This is an optimization exercise on Yosys and OpenROAD, whose aim is small area, not a production implementation.
In this exercise RTL edits were held to simulation tests only and were not proved equivalent to the original.
No activity file was given, so power comes from the tool's default toggle rates.

Setup of the baseline:
==> module fetch_decode, before the edit <==
module fetch_decode (
    input  logic      clk,
    input  logic      reset,
    input  logic      i_hold,
    input  logic      i_flush,
    input  logic      i_redirect_valid,
    input  cpu_pkg::pc_t       i_redirect_pc,
    input  logic      i_imem_we,
    input  cpu_pkg::pc_t       i_imem_addr,
    input  logic [cpu_pkg::INSTR_W-1:0] i_imem_data,
    output cpu_pkg::pc_t       o_pc,
    output logic      o_id_ex_valid,
    output logic [cpu_pkg::ENC_W-1:0] o_id_ex_instr
);
    localparam int EW = cpu_pkg::ENC_W;
    cpu_pkg::pc_t     pc;
    logic [EW-1:0]    wenc;
    logic [EW-1:6]    imem_hi [cpu_pkg::IMEM_DEPTH];
    logic [5:0]       imem_lo [cpu_pkg::IMEM_DEPTH];
    logic             if_id_valid;
    logic [EW-1:0]    if_id_instr;
    assign wenc = cpu_pkg::encode(i_imem_data);
    always_ff @(posedge clk or posedge reset) begin
        if (reset) begin
            pc <= '0;
        end else if (i_flush) begin
            pc <= '0;
        end else if (!i_hold) begin
            pc <= i_redirect_valid ? i_redirect_pc : pc + 1'b1;
        end
    end
    always_ff @(posedge clk or posedge reset) begin
        if (reset) begin
            for (int i = 0; i < cpu_pkg::IMEM_DEPTH; i++) imem_hi[i] <= '0;
        end else if (i_imem_we) begin
            imem_hi[i_imem_addr] <= wenc[EW-1:6];
        end
    end
    always_ff @(posedge clk) begin
        if (i_imem_we) imem_lo[i_imem_addr] <= wenc[5:0];
    end
    always_ff @(posedge clk or posedge reset) begin
        if (reset) begin
            if_id_valid   <= 1'b0;
            o_id_ex_valid <= 1'b0;
        end else if (i_flush) begin
            if_id_valid   <= 1'b0;
            o_id_ex_valid <= 1'b0;
        end else if (!i_hold) begin
            if_id_valid   <= !i_redirect_valid;
            o_id_ex_valid <= if_id_valid && !i_redirect_valid;
        end
    end
    always_ff @(posedge clk) begin
        if (!i_hold) begin
            if_id_instr   <= {imem_hi[pc], imem_lo[pc]};
            o_id_ex_instr <= if_id_instr;
        end
    end
    assign o_pc = pc;
endmodule
==> module execute_mem, before the edit <==
module execute_mem (
    input  logic      clk,
    input  logic      reset,
    input  logic      i_hold,
    input  logic      i_flush,
    input  logic      i_id_ex_valid,
    input  logic [cpu_pkg::ENC_W-1:0] i_id_ex_instr,
    output cpu_pkg::reg_addr_t o_rs1_addr,
    output cpu_pkg::reg_addr_t o_rs2_addr,
    input  cpu_pkg::data_t     i_rs1_data,
    input  cpu_pkg::data_t     i_rs2_data,
    output logic      o_redirect_valid,
    output cpu_pkg::pc_t       o_redirect_pc,
    output logic      o_wb_valid,
    output cpu_pkg::reg_addr_t o_wb_addr,
    output cpu_pkg::data_t     o_wb_data
);
    logic [2:0]          c;
    cpu_pkg::reg_addr_t  f1, f2, f3;
    logic                advance;
    logic                is_beq, is_store, is_load, writes;
    cpu_pkg::data_t      op_a, op_b, opnd, sum, alu_out;
    logic [1:0]          ex_mem_kind;
    cpu_pkg::reg_addr_t  ex_mem_rd;
    cpu_pkg::data_t      ex_mem_result;
    cpu_pkg::data_t      ex_mem_sdata;
    cpu_pkg::data_t      mem_result;
    cpu_pkg::data_t      dmem [cpu_pkg::DMEM_DEPTH];
    logic                mem_wb_wr;
    cpu_pkg::reg_addr_t  mem_wb_rd;
    cpu_pkg::data_t      mem_wb_data;
    assign {c, f1, f2, f3} = i_id_ex_instr;
    assign advance = !i_hold && !i_flush;
    assign is_beq   = c[2] && c[1];
    assign is_store = c == 3'b101;
    assign is_load  = c == 3'b100;
    assign writes   = (!c[2] || is_load) && f1 != 3'd0;
    assign o_rs1_addr = f2;
    assign o_rs2_addr = f3;
    function automatic logic [cpu_pkg::DATA_W-1:0] fwd(cpu_pkg::reg_addr_t src, cpu_pkg::data_t rf_data);
        logic [cpu_pkg::DATA_W-1:0] val;
        val = rf_data;
        if (ex_mem_kind[0] && ex_mem_rd == src) begin
            val = mem_result;
        end else if (mem_wb_wr && mem_wb_rd == src) begin
            val = mem_wb_data;
        end
        fwd = val;
    endfunction
    always_comb begin
        op_a = fwd(f2, i_rs1_data);
        op_b = fwd(f3, i_rs2_data);
        opnd = op_b;
        if (c == 3'b011 || c == 3'b100) opnd = {1'b0, f3};
        else if (c == 3'b101)           opnd = {1'b0, f1};
        sum = op_a + opnd;
        case (c)
            3'b001:  alu_out = op_a & op_b;
            3'b010:  alu_out = op_a ^ op_b;
            default: alu_out = sum;
        endcase
    end
    assign o_redirect_valid = i_id_ex_valid && is_beq && op_a == op_b && advance;
    assign o_redirect_pc    = {c[0], f1};
    always_ff @(posedge clk or posedge reset) begin
        if (reset) begin
            ex_mem_kind <= 2'b00;
            mem_wb_wr   <= 1'b0;
        end else if (i_flush) begin
            ex_mem_kind <= 2'b00;
            mem_wb_wr   <= 1'b0;
        end else if (!i_hold) begin
            ex_mem_kind <= {i_id_ex_valid && (is_load || is_store) && (writes || is_store),
                            i_id_ex_valid && writes};
            mem_wb_wr   <= ex_mem_kind[0];
        end
    end
    always_ff @(posedge clk) begin
        if (!i_hold) begin
            ex_mem_rd     <= f1;
            ex_mem_result <= alu_out;
            ex_mem_sdata  <= op_b;
            mem_wb_rd     <= ex_mem_rd;
            mem_wb_data   <= mem_result;
        end
    end
    always_ff @(posedge clk or posedge reset) begin
        if (reset) begin
            for (int i = 0; i < cpu_pkg::DMEM_DEPTH; i++) dmem[i] <= '0;
        end else if (ex_mem_kind == 2'b10 && advance) begin
            dmem[ex_mem_result] <= ex_mem_sdata;
        end
    end
    assign mem_result = ex_mem_kind[1] ? dmem[ex_mem_result] : ex_mem_result;
    assign o_wb_valid = mem_wb_wr && advance;
    assign o_wb_addr  = mem_wb_rd;
    assign o_wb_data  = mem_wb_data;
endmodule
Settings: LEC_CHECK=0, CAP_MARGIN=20, CORE_MARGIN=2, CORE_UTILIZATION=40, SLEW_MARGIN=20; clock period 5.0 ns.
run.sh (not shown) runs the stock make flow with config.mk's settings and CLKGATE_MAP_FILE= SYNTH_SCRIPT=/design/flow/synth_recipe.tcl, a recipe that flattens the netlist after the stock synthesis.
### the baseline -> the candidate
-- flow/design.v --
<<< the baseline, line 153
    cpu_pkg::pc_t     pc;
    logic [EW-1:0]    wenc;
    logic [EW-1:6]    imem_hi [cpu_pkg::IMEM_DEPTH];
    logic [5:0]       imem_lo [cpu_pkg::IMEM_DEPTH];
    logic             if_id_valid;
    logic [EW-1:0]    if_id_instr;
>>> the candidate, line 153
    cpu_pkg::pc_t     pc;
    logic [EW-1:0]    wenc;
    logic [3:0]       imem_hi [cpu_pkg::IMEM_DEPTH];
    logic [7:0]       imem_lo [cpu_pkg::IMEM_DEPTH];
    logic             if_id_valid;
    logic [EW-1:0]    if_id_instr;
<<< the baseline, line 171
            for (int i = 0; i < cpu_pkg::IMEM_DEPTH; i++) imem_hi[i] <= '0;
        end else if (i_imem_we) begin
            imem_hi[i_imem_addr] <= wenc[EW-1:6];
        end
    end
    always_ff @(posedge clk) begin
        if (i_imem_we) imem_lo[i_imem_addr] <= wenc[5:0];
    end
    always_ff @(posedge clk or posedge reset) begin
>>> the candidate, line 171
            for (int i = 0; i < cpu_pkg::IMEM_DEPTH; i++) imem_hi[i] <= '0;
        end else if (i_imem_we) begin
            imem_hi[i_imem_addr] <= {wenc[11], wenc[8:6]};
        end
    end
    always_ff @(posedge clk) begin
        if (i_imem_we) imem_lo[i_imem_addr] <= {wenc[10:9], wenc[5:0]};
    end
    always_ff @(posedge clk or posedge reset) begin
<<< the baseline, line 191
    always_ff @(posedge clk) begin
        if (!i_hold) begin
            if_id_instr   <= {imem_hi[pc], imem_lo[pc]};
            o_id_ex_instr <= if_id_instr;
        end
>>> the candidate, line 191
    always_ff @(posedge clk) begin
        if (!i_hold) begin
            if_id_instr   <= {imem_hi[pc][3], imem_lo[pc][7:6], imem_hi[pc][2:0], imem_lo[pc][5:0]};
            o_id_ex_instr <= if_id_instr;
        end
<<< the baseline, line 225
    cpu_pkg::reg_addr_t  ex_mem_rd;
    cpu_pkg::data_t      ex_mem_result;
    cpu_pkg::data_t      ex_mem_sdata;
    cpu_pkg::data_t      mem_result;
    cpu_pkg::data_t      dmem [cpu_pkg::DMEM_DEPTH];
>>> the candidate, line 225
    cpu_pkg::reg_addr_t  ex_mem_rd;
    cpu_pkg::data_t      ex_mem_result;
    logic                ex_mem_sd3;       
    cpu_pkg::data_t      mem_result;
    cpu_pkg::data_t      dmem [cpu_pkg::DMEM_DEPTH];
<<< the baseline, line 279
    always_ff @(posedge clk) begin
        if (!i_hold) begin
            ex_mem_rd     <= f1;
            ex_mem_result <= alu_out;
            ex_mem_sdata  <= op_b;
            mem_wb_rd     <= ex_mem_rd;
            mem_wb_data   <= mem_result;
>>> the candidate, line 279
    always_ff @(posedge clk) begin
        if (!i_hold) begin
            ex_mem_rd     <= is_store ? op_b[2:0] : f1;
            ex_mem_sd3    <= op_b[3];
            ex_mem_result <= alu_out;
            mem_wb_rd     <= ex_mem_rd;
            mem_wb_data   <= mem_result;
<<< the baseline, line 290
            for (int i = 0; i < cpu_pkg::DMEM_DEPTH; i++) dmem[i] <= '0;
        end else if (ex_mem_kind == 2'b10 && advance) begin
            dmem[ex_mem_result] <= ex_mem_sdata;
        end
    end
>>> the candidate, line 290
            for (int i = 0; i < cpu_pkg::DMEM_DEPTH; i++) dmem[i] <= '0;
        end else if (ex_mem_kind == 2'b10 && advance) begin
            dmem[ex_mem_result] <= {ex_mem_sd3, ex_mem_rd};
        end
    end
## What came out
The baseline: PASS, flow complete, no timing, DRC or antenna violations. The candidate: full flow OK, the timing, DRC and antenna checks passed. On area after synthesis, the baseline loses to the candidate. The candidate against the baseline: met2 demand-to-capacity share in global routing has remained practically unchanged; total instance count after detailed placement moved down; pre-CTS setup slack has decreased; count of multi-input combinational gates lost 46; violation count after the first detailed-routing iteration now larger. Between the baseline and the candidate, the growth of design area from synthesis to finish does not differ in any meaningful way. Between the baseline and the candidate, clock share of power decreased.

## port drivers added, routing unchanged
Ports are ideal in the flow. The routed layouts listed here were re-timed in OpenROAD. Step 1, drivers: a clkbuf_16 drives clk and a buf_2 each remaining input, both assumed. Step 2 times the ports against the registers' clock, not the clock port: input delays grow and output delays shrink by t, the midpoint of the rising clock arrivals with the driver on. Slacks: ideal ports / drivers / drivers and shift; pairs: ideal ports / drivers.
| run | t, ns | setup slack, ns | worst setup path at the end |
|---|---|---|---|
| the baseline | 0.583 | 0.974 / 0.974 / 0.974 | register to register |
| the candidate | 0.575 | 0.649 / 0.649 / 0.649 | register to register |
After both steps setup and hold are still met in every run listed.
